This design comes from an exercise in tuning for a short achievable clock period on the open sky130 flow, not from production work. In this exercise RTL edits were held to simulation tests only and were not proved equivalent to the original. Power is estimated from default activity; no workload was simulated.

==> inputs of try-pepper <==
==> flow/design.v (excerpt) <==
module branch_target_predictor #(
  parameter int unsigned ADDR_W   = 32,
  parameter int unsigned ENTRIES  = 16,
  parameter logic [1:0]  CTR_INIT = 2'b01,
  parameter int unsigned CNT_W    = 16
) (
  input  logic              clk,
  input  logic              reset,
  input  logic              enable,
  input  logic [ADDR_W-1:0] pc_f,
  output logic              pred_hit,
  output logic              pred_taken,
  output logic [ADDR_W-1:0] pred_target,
  input  logic              upd_valid,
  input  logic [ADDR_W-1:0] upd_pc,
  input  logic              upd_taken,
  input  logic [ADDR_W-1:0] upd_target,
  input  logic              upd_pred_taken,
  input  logic [ADDR_W-1:0] upd_pred_target,
  input  logic              flush_all,
  output logic              mispredict,
  output logic [CNT_W-1:0]  branch_cnt,
  output logic [CNT_W-1:0]  mispred_cnt
);
clock: 7.0 ns
lec_check: 0
abc_clock_period_in_ps: 2500
cap_margin: 20
core_margin: 2
core_utilization: 65
place_density: 0.75
setup_slack_margin: 3.0
slew_margin: 20
synth_hierarchical: 1
synth_minimum_keep_size: 0
tns_end_percent: 20
standard.sh (not shown) runs the stock make flow with config.mk's settings and CLKGATE_MAP_FILE= SYNTH_SCRIPT=/design/flow/synth_recipe.tcl, a recipe that flattens the netlist after the stock synthesis.
==> flow/flow/run.sh <==
#!/bin/bash
# Own layout flow: the standard synthesis unchanged, then the standard ORFS
# steps with delay cells kept out of buffering (so port buffers and repair
# buffers are real buffers), port buffers of a fixed drive strength, and the
# lookup's ports grouped on one edge (flow/io.tcl, before pin placement).
set -euo pipefail
HERE=$(pwd)
PLAT_DU="sky130_fd_sc_hd__probe_p_8 sky130_fd_sc_hd__probec_p_8 sky130_fd_sc_hd__lpflow_bleeder_1 sky130_fd_sc_hd__lpflow_clkbufkapwr_1 sky130_fd_sc_hd__lpflow_clkbufkapwr_16 sky130_fd_sc_hd__lpflow_clkbufkapwr_2 sky130_fd_sc_hd__lpflow_clkbufkapwr_4 sky130_fd_sc_hd__lpflow_clkbufkapwr_8 sky130_fd_sc_hd__lpflow_clkinvkapwr_1 sky130_fd_sc_hd__lpflow_clkinvkapwr_16 sky130_fd_sc_hd__lpflow_clkinvkapwr_2 sky130_fd_sc_hd__lpflow_clkinvkapwr_4 sky130_fd_sc_hd__lpflow_clkinvkapwr_8 sky130_fd_sc_hd__lpflow_decapkapwr_12 sky130_fd_sc_hd__lpflow_decapkapwr_3 sky130_fd_sc_hd__lpflow_decapkapwr_4 sky130_fd_sc_hd__lpflow_decapkapwr_6 sky130_fd_sc_hd__lpflow_decapkapwr_8 sky130_fd_sc_hd__lpflow_inputiso0n_1 sky130_fd_sc_hd__lpflow_inputiso0p_1 sky130_fd_sc_hd__lpflow_inputiso1n_1 sky130_fd_sc_hd__lpflow_inputiso1p_1 sky130_fd_sc_hd__lpflow_inputisolatch_1 sky130_fd_sc_hd__lpflow_isobufsrc_1 sky130_fd_sc_hd__lpflow_isobufsrc_16 sky130_fd_sc_hd__lpflow_isobufsrc_2 sky130_fd_sc_hd__lpflow_isobufsrc_4 sky130_fd_sc_hd__lpflow_isobufsrc_8 sky130_fd_sc_hd__lpflow_isobufsrckapwr_16 sky130_fd_sc_hd__lpflow_lsbuf_lh_hl_isowell_tap_1 sky130_fd_sc_hd__lpflow_lsbuf_lh_hl_isowell_tap_2 sky130_fd_sc_hd__lpflow_lsbuf_lh_hl_isowell_tap_4 sky130_fd_sc_hd__lpflow_lsbuf_lh_isowell_4 sky130_fd_sc_hd__lpflow_lsbuf_lh_isowell_tap_1 sky130_fd_sc_hd__lpflow_lsbuf_lh_isowell_tap_2 sky130_fd_sc_hd__lpflow_lsbuf_lh_isowell_tap_4"
DU="$PLAT_DU sky130_fd_sc_hd__dlygate4sd1_1 sky130_fd_sc_hd__dlygate4sd2_1 sky130_fd_sc_hd__dlygate4sd3_1 sky130_fd_sc_hd__clkdlybuf4s15_1 sky130_fd_sc_hd__clkdlybuf4s15_2 sky130_fd_sc_hd__clkdlybuf4s18_1 sky130_fd_sc_hd__clkdlybuf4s18_2 sky130_fd_sc_hd__clkdlybuf4s25_1 sky130_fd_sc_hd__clkdlybuf4s25_2 sky130_fd_sc_hd__clkdlybuf4s50_1 sky130_fd_sc_hd__clkdlybuf4s50_2 sky130_fd_sc_hd__dlymetal6s2s_1 sky130_fd_sc_hd__dlymetal6s4s_1 sky130_fd_sc_hd__dlymetal6s6s_1"

bash standard.sh synth > flow_synth.log 2>&1
bash standard.sh "DONT_USE_CELLS=$DU" \
  "BUFFER_PORTS_ARGS=-buffer_cell sky130_fd_sc_hd__buf_6" \
  "PRE_IO_PLACEMENT_TCL=$HERE/flow/io.tcl" \
  "GLOBAL_PLACEMENT_ARGS=-timing_driven_net_weight_max 10 -timing_driven_nets_percentage 20" \
  finish > flow_layout.log 2>&1
Other scripts of this flow, unchanged in this note and not shown: flow/flow/io.tcl
==> try-quartz: changes against try-pepper <==
--- a/flow/config.mk
+++ b/flow/config.mk
@@ -5,13 +5,13 @@
 export SDC_FILE = /design/flow/constraint.sdc
 export NUM_CORES = 4
 export LEC_CHECK = 0
 export ABC_CLOCK_PERIOD_IN_PS = 2500
 export CAP_MARGIN = 20
 export CORE_MARGIN = 2
-export CORE_UTILIZATION = 65
-export PLACE_DENSITY = 0.75
+export CORE_UTILIZATION = 50
+export PLACE_DENSITY = 0.62
 export SETUP_SLACK_MARGIN = 3.0
 export SLEW_MARGIN = 20
 export SYNTH_HIERARCHICAL = 1
 export SYNTH_MINIMUM_KEEP_SIZE = 0
-export TNS_END_PERCENT = 20
+export TNS_END_PERCENT = 100
==> try-xenon: changes against try-pepper <==
--- a/flow/design.v
+++ b/flow/design.v
@@ -1137,30 +1137,38 @@
   btb_g_nor2 u_hz0 (.a(hr[0]), .b(hr[1]), .y(hz[0]));
   btb_g_nor2 u_tz0 (.a(tr[0]), .b(tr[1]), .y(tz[0]));
   btb_g_nor2 u_hz1 (.a(hr[2]), .b(hr[3]), .y(hz[1]));
   btb_g_nor2 u_tz1 (.a(tr[2]), .b(tr[3]), .y(tz[1]));
   btb_g_nand2 u_phit (.a(hz[0]), .b(hz[1]), .y(pred_hit));
   btb_g_nand2 u_ptkn (.a(tz[0]), .b(tz[1]), .y(pred_taken));
-  logic [4-1:0][1:0] tzc;
+  logic [8-1:0][1:0] tzc;
   logic [8-1:0] tk;
   btb_g_nor2 u_tzc0_0 (.a(tr[0]), .b(tr[1]), .y(tzc[0][0]));
   btb_g_nor2 u_tzc0_1 (.a(tr[2]), .b(tr[3]), .y(tzc[0][1]));
   btb_g_nor2 u_tzc1_0 (.a(tr[0]), .b(tr[1]), .y(tzc[1][0]));
   btb_g_nor2 u_tzc1_1 (.a(tr[2]), .b(tr[3]), .y(tzc[1][1]));
   btb_g_nor2 u_tzc2_0 (.a(tr[0]), .b(tr[1]), .y(tzc[2][0]));
   btb_g_nor2 u_tzc2_1 (.a(tr[2]), .b(tr[3]), .y(tzc[2][1]));
   btb_g_nor2 u_tzc3_0 (.a(tr[0]), .b(tr[1]), .y(tzc[3][0]));
   btb_g_nor2 u_tzc3_1 (.a(tr[2]), .b(tr[3]), .y(tzc[3][1]));
+  btb_g_nor2 u_tzc4_0 (.a(tr[0]), .b(tr[1]), .y(tzc[4][0]));
+  btb_g_nor2 u_tzc4_1 (.a(tr[2]), .b(tr[3]), .y(tzc[4][1]));
+  btb_g_nor2 u_tzc5_0 (.a(tr[0]), .b(tr[1]), .y(tzc[5][0]));
+  btb_g_nor2 u_tzc5_1 (.a(tr[2]), .b(tr[3]), .y(tzc[5][1]));
+  btb_g_nor2 u_tzc6_0 (.a(tr[0]), .b(tr[1]), .y(tzc[6][0]));
+  btb_g_nor2 u_tzc6_1 (.a(tr[2]), .b(tr[3]), .y(tzc[6][1]));
+  btb_g_nor2 u_tzc7_0 (.a(tr[0]), .b(tr[1]), .y(tzc[7][0]));
+  btb_g_nor2 u_tzc7_1 (.a(tr[2]), .b(tr[3]), .y(tzc[7][1]));
   btb_g_nand2 u_tk0 (.a(tzc[0][0]), .b(tzc[0][1]), .y(tk[0]));
-  btb_g_nand2 u_tk1 (.a(tzc[0][0]), .b(tzc[0][1]), .y(tk[1]));
-  btb_g_nand2 u_tk2 (.a(tzc[1][0]), .b(tzc[1][1]), .y(tk[2]));
-  btb_g_nand2 u_tk3 (.a(tzc[1][0]), .b(tzc[1][1]), .y(tk[3]));
-  btb_g_nand2 u_tk4 (.a(tzc[2][0]), .b(tzc[2][1]), .y(tk[4]));
-  btb_g_nand2 u_tk5 (.a(tzc[2][0]), .b(tzc[2][1]), .y(tk[5]));
-  btb_g_nand2 u_tk6 (.a(tzc[3][0]), .b(tzc[3][1]), .y(tk[6]));
-  btb_g_nand2 u_tk7 (.a(tzc[3][0]), .b(tzc[3][1]), .y(tk[7]));
+  btb_g_nand2 u_tk1 (.a(tzc[1][0]), .b(tzc[1][1]), .y(tk[1]));
+  btb_g_nand2 u_tk2 (.a(tzc[2][0]), .b(tzc[2][1]), .y(tk[2]));
+  btb_g_nand2 u_tk3 (.a(tzc[3][0]), .b(tzc[3][1]), .y(tk[3]));
+  btb_g_nand2 u_tk4 (.a(tzc[4][0]), .b(tzc[4][1]), .y(tk[4]));
+  btb_g_nand2 u_tk5 (.a(tzc[5][0]), .b(tzc[5][1]), .y(tk[5]));
+  btb_g_nand2 u_tk6 (.a(tzc[6][0]), .b(tzc[6][1]), .y(tk[6]));
+  btb_g_nand2 u_tk7 (.a(tzc[7][0]), .b(tzc[7][1]), .y(tk[7]));
   logic [3:0] f_sa, f_sb;
   logic [ADDR_W-1:0] f_tgt;
   btb_g_nor2 u_sa0 (.a(f_idx[1]), .b(f_idx[0]), .y(f_sa[0]));
   btb_g_nor2 u_sb0 (.a(f_idx[3]), .b(f_idx[2]), .y(f_sb[0]));
   btb_g_nor2 u_sa1 (.a(f_idx[1]), .b(f_idx_n[0]), .y(f_sa[1]));
   btb_g_nor2 u_sb1 (.a(f_idx[3]), .b(f_idx_n[2]), .y(f_sb[1]));
@@ -1691,94 +1699,94 @@
   btb_g_nand3 u_os2 (.a(tzc[0][0]), .b(tzc[0][1]), .c(f_seq[2]), .y(o_s[2]));
   btb_g_nand2 u_o2 (.a(o_t[2]), .b(o_s[2]), .y(pred_target[2]));
   btb_g_nand2 u_ot3 (.a(tk[0]), .b(f_tgt[3]), .y(o_t[3]));
   btb_g_nand3 u_os3 (.a(tzc[0][0]), .b(tzc[0][1]), .c(f_seq[3]), .y(o_s[3]));
   btb_g_nand2 u_o3 (.a(o_t[3]), .b(o_s[3]), .y(pred_target[3]));
   btb_g_nand2 u_ot4 (.a(tk[1]), .b(f_tgt[4]), .y(o_t[4]));
-  btb_g_nand3 u_os4 (.a(tzc[0][0]), .b(tzc[0][1]), .c(f_seq[4]), .y(o_s[4]));
+  btb_g_nand3 u_os4 (.a(tzc[1][0]), .b(tzc[1][1]), .c(f_seq[4]), .y(o_s[4]));
   btb_g_nand2 u_o4 (.a(o_t[4]), .b(o_s[4]), .y(pred_target[4]));
   btb_g_nand2 u_ot5 (.a(tk[1]), .b(f_tgt[5]), .y(o_t[5]));
-  btb_g_nand3 u_os5 (.a(tzc[0][0]), .b(tzc[0][1]), .c(f_seq[5]), .y(o_s[5]));
+  btb_g_nand3 u_os5 (.a(tzc[1][0]), .b(tzc[1][1]), .c(f_seq[5]), .y(o_s[5]));
   btb_g_nand2 u_o5 (.a(o_t[5]), .b(o_s[5]), .y(pred_target[5]));
   btb_g_nand2 u_ot6 (.a(tk[1]), .b(f_tgt[6]), .y(o_t[6]));
-  btb_g_nand3 u_os6 (.a(tzc[0][0]), .b(tzc[0][1]), .c(f_seq[6]), .y(o_s[6]));
+  btb_g_nand3 u_os6 (.a(tzc[1][0]), .b(tzc[1][1]), .c(f_seq[6]), .y(o_s[6]));
   btb_g_nand2 u_o6 (.a(o_t[6]), .b(o_s[6]), .y(pred_target[6]));
   btb_g_nand2 u_ot7 (.a(tk[1]), .b(f_tgt[7]), .y(o_t[7]));
-  btb_g_nand3 u_os7 (.a(tzc[0][0]), .b(tzc[0][1]), .c(f_seq[7]), .y(o_s[7]));
+  btb_g_nand3 u_os7 (.a(tzc[1][0]), .b(tzc[1][1]), .c(f_seq[7]), .y(o_s[7]));
   btb_g_nand2 u_o7 (.a(o_t[7]), .b(o_s[7]), .y(pred_target[7]));
   btb_g_nand2 u_ot8 (.a(tk[2]), .b(f_tgt[8]), .y(o_t[8]));
-  btb_g_nand3 u_os8 (.a(tzc[1][0]), .b(tzc[1][1]), .c(f_seq[8]), .y(o_s[8]));
+  btb_g_nand3 u_os8 (.a(tzc[2][0]), .b(tzc[2][1]), .c(f_seq[8]), .y(o_s[8]));
   btb_g_nand2 u_o8 (.a(o_t[8]), .b(o_s[8]), .y(pred_target[8]));
   btb_g_nand2 u_ot9 (.a(tk[2]), .b(f_tgt[9]), .y(o_t[9]));
-  btb_g_nand3 u_os9 (.a(tzc[1][0]), .b(tzc[1][1]), .c(f_seq[9]), .y(o_s[9]));
+  btb_g_nand3 u_os9 (.a(tzc[2][0]), .b(tzc[2][1]), .c(f_seq[9]), .y(o_s[9]));
   btb_g_nand2 u_o9 (.a(o_t[9]), .b(o_s[9]), .y(pred_target[9]));
   btb_g_nand2 u_ot10 (.a(tk[2]), .b(f_tgt[10]), .y(o_t[10]));
-  btb_g_nand3 u_os10 (.a(tzc[1][0]), .b(tzc[1][1]), .c(f_seq[10]), .y(o_s[10]));
+  btb_g_nand3 u_os10 (.a(tzc[2][0]), .b(tzc[2][1]), .c(f_seq[10]), .y(o_s[10]));
   btb_g_nand2 u_o10 (.a(o_t[10]), .b(o_s[10]), .y(pred_target[10]));
   btb_g_nand2 u_ot11 (.a(tk[2]), .b(f_tgt[11]), .y(o_t[11]));
-  btb_g_nand3 u_os11 (.a(tzc[1][0]), .b(tzc[1][1]), .c(f_seq[11]), .y(o_s[11]));
+  btb_g_nand3 u_os11 (.a(tzc[2][0]), .b(tzc[2][1]), .c(f_seq[11]), .y(o_s[11]));
   btb_g_nand2 u_o11 (.a(o_t[11]), .b(o_s[11]), .y(pred_target[11]));
   btb_g_nand2 u_ot12 (.a(tk[3]), .b(f_tgt[12]), .y(o_t[12]));
-  btb_g_nand3 u_os12 (.a(tzc[1][0]), .b(tzc[1][1]), .c(f_seq[12]), .y(o_s[12]));
+  btb_g_nand3 u_os12 (.a(tzc[3][0]), .b(tzc[3][1]), .c(f_seq[12]), .y(o_s[12]));
   btb_g_nand2 u_o12 (.a(o_t[12]), .b(o_s[12]), .y(pred_target[12]));
   btb_g_nand2 u_ot13 (.a(tk[3]), .b(f_tgt[13]), .y(o_t[13]));
-  btb_g_nand3 u_os13 (.a(tzc[1][0]), .b(tzc[1][1]), .c(f_seq[13]), .y(o_s[13]));
+  btb_g_nand3 u_os13 (.a(tzc[3][0]), .b(tzc[3][1]), .c(f_seq[13]), .y(o_s[13]));
   btb_g_nand2 u_o13 (.a(o_t[13]), .b(o_s[13]), .y(pred_target[13]));
   btb_g_nand2 u_ot14 (.a(tk[3]), .b(f_tgt[14]), .y(o_t[14]));
-  btb_g_nand3 u_os14 (.a(tzc[1][0]), .b(tzc[1][1]), .c(f_seq[14]), .y(o_s[14]));
+  btb_g_nand3 u_os14 (.a(tzc[3][0]), .b(tzc[3][1]), .c(f_seq[14]), .y(o_s[14]));
   btb_g_nand2 u_o14 (.a(o_t[14]), .b(o_s[14]), .y(pred_target[14]));
   btb_g_nand2 u_ot15 (.a(tk[3]), .b(f_tgt[15]), .y(o_t[15]));
-  btb_g_nand3 u_os15 (.a(tzc[1][0]), .b(tzc[1][1]), .c(f_seq[15]), .y(o_s[15]));
+  btb_g_nand3 u_os15 (.a(tzc[3][0]), .b(tzc[3][1]), .c(f_seq[15]), .y(o_s[15]));
   btb_g_nand2 u_o15 (.a(o_t[15]), .b(o_s[15]), .y(pred_target[15]));
   btb_g_nand2 u_ot16 (.a(tk[4]), .b(f_tgt[16]), .y(o_t[16]));
-  btb_g_nand3 u_os16 (.a(tzc[2][0]), .b(tzc[2][1]), .c(f_seq[16]), .y(o_s[16]));
+  btb_g_nand3 u_os16 (.a(tzc[4][0]), .b(tzc[4][1]), .c(f_seq[16]), .y(o_s[16]));
   btb_g_nand2 u_o16 (.a(o_t[16]), .b(o_s[16]), .y(pred_target[16]));
   btb_g_nand2 u_ot17 (.a(tk[4]), .b(f_tgt[17]), .y(o_t[17]));
-  btb_g_nand3 u_os17 (.a(tzc[2][0]), .b(tzc[2][1]), .c(f_seq[17]), .y(o_s[17]));
+  btb_g_nand3 u_os17 (.a(tzc[4][0]), .b(tzc[4][1]), .c(f_seq[17]), .y(o_s[17]));
   btb_g_nand2 u_o17 (.a(o_t[17]), .b(o_s[17]), .y(pred_target[17]));
   btb_g_nand2 u_ot18 (.a(tk[4]), .b(f_tgt[18]), .y(o_t[18]));
-  btb_g_nand3 u_os18 (.a(tzc[2][0]), .b(tzc[2][1]), .c(f_seq[18]), .y(o_s[18]));
+  btb_g_nand3 u_os18 (.a(tzc[4][0]), .b(tzc[4][1]), .c(f_seq[18]), .y(o_s[18]));
   btb_g_nand2 u_o18 (.a(o_t[18]), .b(o_s[18]), .y(pred_target[18]));
   btb_g_nand2 u_ot19 (.a(tk[4]), .b(f_tgt[19]), .y(o_t[19]));
-  btb_g_nand3 u_os19 (.a(tzc[2][0]), .b(tzc[2][1]), .c(f_seq[19]), .y(o_s[19]));
+  btb_g_nand3 u_os19 (.a(tzc[4][0]), .b(tzc[4][1]), .c(f_seq[19]), .y(o_s[19]));
   btb_g_nand2 u_o19 (.a(o_t[19]), .b(o_s[19]), .y(pred_target[19]));
   btb_g_nand2 u_ot20 (.a(tk[5]), .b(f_tgt[20]), .y(o_t[20]));
-  btb_g_nand3 u_os20 (.a(tzc[2][0]), .b(tzc[2][1]), .c(f_seq[20]), .y(o_s[20]));
+  btb_g_nand3 u_os20 (.a(tzc[5][0]), .b(tzc[5][1]), .c(f_seq[20]), .y(o_s[20]));
   btb_g_nand2 u_o20 (.a(o_t[20]), .b(o_s[20]), .y(pred_target[20]));
   btb_g_nand2 u_ot21 (.a(tk[5]), .b(f_tgt[21]), .y(o_t[21]));
-  btb_g_nand3 u_os21 (.a(tzc[2][0]), .b(tzc[2][1]), .c(f_seq[21]), .y(o_s[21]));
+  btb_g_nand3 u_os21 (.a(tzc[5][0]), .b(tzc[5][1]), .c(f_seq[21]), .y(o_s[21]));
   btb_g_nand2 u_o21 (.a(o_t[21]), .b(o_s[21]), .y(pred_target[21]));
   btb_g_nand2 u_ot22 (.a(tk[5]), .b(f_tgt[22]), .y(o_t[22]));
-  btb_g_nand3 u_os22 (.a(tzc[2][0]), .b(tzc[2][1]), .c(f_seq[22]), .y(o_s[22]));
+  btb_g_nand3 u_os22 (.a(tzc[5][0]), .b(tzc[5][1]), .c(f_seq[22]), .y(o_s[22]));
   btb_g_nand2 u_o22 (.a(o_t[22]), .b(o_s[22]), .y(pred_target[22]));
   btb_g_nand2 u_ot23 (.a(tk[5]), .b(f_tgt[23]), .y(o_t[23]));
-  btb_g_nand3 u_os23 (.a(tzc[2][0]), .b(tzc[2][1]), .c(f_seq[23]), .y(o_s[23]));
+  btb_g_nand3 u_os23 (.a(tzc[5][0]), .b(tzc[5][1]), .c(f_seq[23]), .y(o_s[23]));
   btb_g_nand2 u_o23 (.a(o_t[23]), .b(o_s[23]), .y(pred_target[23]));
   btb_g_nand2 u_ot24 (.a(tk[6]), .b(f_tgt[24]), .y(o_t[24]));
-  btb_g_nand3 u_os24 (.a(tzc[3][0]), .b(tzc[3][1]), .c(f_seq[24]), .y(o_s[24]));
+  btb_g_nand3 u_os24 (.a(tzc[6][0]), .b(tzc[6][1]), .c(f_seq[24]), .y(o_s[24]));
   btb_g_nand2 u_o24 (.a(o_t[24]), .b(o_s[24]), .y(pred_target[24]));
   btb_g_nand2 u_ot25 (.a(tk[6]), .b(f_tgt[25]), .y(o_t[25]));
-  btb_g_nand3 u_os25 (.a(tzc[3][0]), .b(tzc[3][1]), .c(f_seq[25]), .y(o_s[25]));
+  btb_g_nand3 u_os25 (.a(tzc[6][0]), .b(tzc[6][1]), .c(f_seq[25]), .y(o_s[25]));
   btb_g_nand2 u_o25 (.a(o_t[25]), .b(o_s[25]), .y(pred_target[25]));
   btb_g_nand2 u_ot26 (.a(tk[6]), .b(f_tgt[26]), .y(o_t[26]));
-  btb_g_nand3 u_os26 (.a(tzc[3][0]), .b(tzc[3][1]), .c(f_seq[26]), .y(o_s[26]));
+  btb_g_nand3 u_os26 (.a(tzc[6][0]), .b(tzc[6][1]), .c(f_seq[26]), .y(o_s[26]));
   btb_g_nand2 u_o26 (.a(o_t[26]), .b(o_s[26]), .y(pred_target[26]));
   btb_g_nand2 u_ot27 (.a(tk[6]), .b(f_tgt[27]), .y(o_t[27]));
-  btb_g_nand3 u_os27 (.a(tzc[3][0]), .b(tzc[3][1]), .c(f_seq[27]), .y(o_s[27]));
+  btb_g_nand3 u_os27 (.a(tzc[6][0]), .b(tzc[6][1]), .c(f_seq[27]), .y(o_s[27]));
   btb_g_nand2 u_o27 (.a(o_t[27]), .b(o_s[27]), .y(pred_target[27]));
   btb_g_nand2 u_ot28 (.a(tk[7]), .b(f_tgt[28]), .y(o_t[28]));
-  btb_g_nand3 u_os28 (.a(tzc[3][0]), .b(tzc[3][1]), .c(f_seq[28]), .y(o_s[28]));
+  btb_g_nand3 u_os28 (.a(tzc[7][0]), .b(tzc[7][1]), .c(f_seq[28]), .y(o_s[28]));
   btb_g_nand2 u_o28 (.a(o_t[28]), .b(o_s[28]), .y(pred_target[28]));
   btb_g_nand2 u_ot29 (.a(tk[7]), .b(f_tgt[29]), .y(o_t[29]));
-  btb_g_nand3 u_os29 (.a(tzc[3][0]), .b(tzc[3][1]), .c(f_seq[29]), .y(o_s[29]));
+  btb_g_nand3 u_os29 (.a(tzc[7][0]), .b(tzc[7][1]), .c(f_seq[29]), .y(o_s[29]));
   btb_g_nand2 u_o29 (.a(o_t[29]), .b(o_s[29]), .y(pred_target[29]));
   btb_g_nand2 u_ot30 (.a(tk[7]), .b(f_tgt[30]), .y(o_t[30]));
-  btb_g_nand3 u_os30 (.a(tzc[3][0]), .b(tzc[3][1]), .c(f_seq[30]), .y(o_s[30]));
+  btb_g_nand3 u_os30 (.a(tzc[7][0]), .b(tzc[7][1]), .c(f_seq[30]), .y(o_s[30]));
   btb_g_nand2 u_o30 (.a(o_t[30]), .b(o_s[30]), .y(pred_target[30]));
   btb_g_nand2 u_ot31 (.a(tk[7]), .b(f_tgt[31]), .y(o_t[31]));
-  btb_g_nand3 u_os31 (.a(tzc[3][0]), .b(tzc[3][1]), .c(f_seq[31]), .y(o_s[31]));
+  btb_g_nand3 u_os31 (.a(tzc[7][0]), .b(tzc[7][1]), .c(f_seq[31]), .y(o_s[31]));
   btb_g_nand2 u_o31 (.a(o_t[31]), .b(o_s[31]), .y(pred_target[31]));
   logic [ENTRIES-1:0] u_dec;
   logic [ENTRIES-1:0] u_hit;
   always_comb begin
     for (int i = 0; i < int'(ENTRIES); i++) begin
       u_dec[i] = (u_idx == IDX_W'(i));
==> summary of the runs <==
try-pepper completed with no timing, DRC or antenna violations. try-xenon produced a clean layout. try-quartz finished clean.
The highest clock skew belongs to try-quartz, the lowest to try-xenon.
Maximum frequency, highest first: try-quartz, try-pepper, try-xenon.
Critical path depth: try-quartz > try-xenon > try-pepper.
Worst setup slack: try-quartz is better than try-pepper (18 ps).
Against try-quartz, the global-route usage of try-pepper is higher by 5.3 points.
In synthesized area, try-xenon and try-quartz hardly differ.
The lowest power belongs to try-xenon, the highest to try-quartz.
==> figures <==
| quantity | try-xenon | try-pepper | try-quartz |
|---|---|---|---|
| Status | finished clean | finished clean | finished clean |
| Via count of the first global-routing pass | 32800 | 33500 | 33700 |
| Met2 Routed Length | 71.3 mm | 68.8 mm | 75.6 mm |
| Tightest slew margin relative to the limit | 25.5% | 31.3% | 25.8% |
| Area of placed instances | 52600 um^2 | 52400 um^2 | 53000 um^2 |
| Number of fill cells | 4293 | 4207 | 7187 |
| GR Util met1 | 55.1% | 54.8% | 49.6% |
| Met3 usage in global routing | 11.5% | 11.6% | 9.08% |
| Synthesized netlist net count | 3704 | 3696 | 3696 |
| Origin of the worst min-delay path | valid_q[5] | valid_q[12] | valid_q[1] |
| DR WL/cell | 31.8 um | 31.1 um | 32.7 um |
| Slack of the worst reg-to-reg path | 4600 ps | 4570 ps | 4640 ps |
| Number of buffers added by the clock tree synthesis step | 102 | 102 | 106 |
| Setup fix buffers added after clock tree synthesis | 42 | 143 | 159 |
| Proportion of cell area occupied by multi-input gates | 32.5% | 32.9% | 32.4% |
| Share of the cycle needed by the critical path after routing | 68.9% | 68.3% | 68.0% |

## afterwards: timing with drivers on the ports
The flow's constraints put no driver on any port. The routed layouts listed below were extracted and timed again, unchanged, in two steps. Step 1, drivers: a clkbuf_16 drives clk and a buf_2 each remaining input, both assumed. Step 2, shift: input delay + t, output delay - t, t = (earliest + latest rising clock arrival at the registers) / 2. This alone moves slack from input paths to output paths. Slacks: ideal ports / drivers / drivers and shift; pairs: ideal ports / drivers.
run | shift t [ns] | setup WS [ns] | worst setup path after step 2 | worst data-port slew with drivers (ns)
try-pepper | 0.736 | 2.221 / 2.085 / 2.085 | input to output | 0.26
try-quartz | 0.767 | 2.239 / 1.993 / 1.993 | input to output | 0.30
try-xenon | 0.736 | 2.177 / 1.956 / 1.956 | input to output | 0.28
After both steps setup and hold are still met in every run listed. For try-quartz, which loses most, drivers alone change the setup slack by -0.246 ns; drivers and shift together by -0.246 ns.
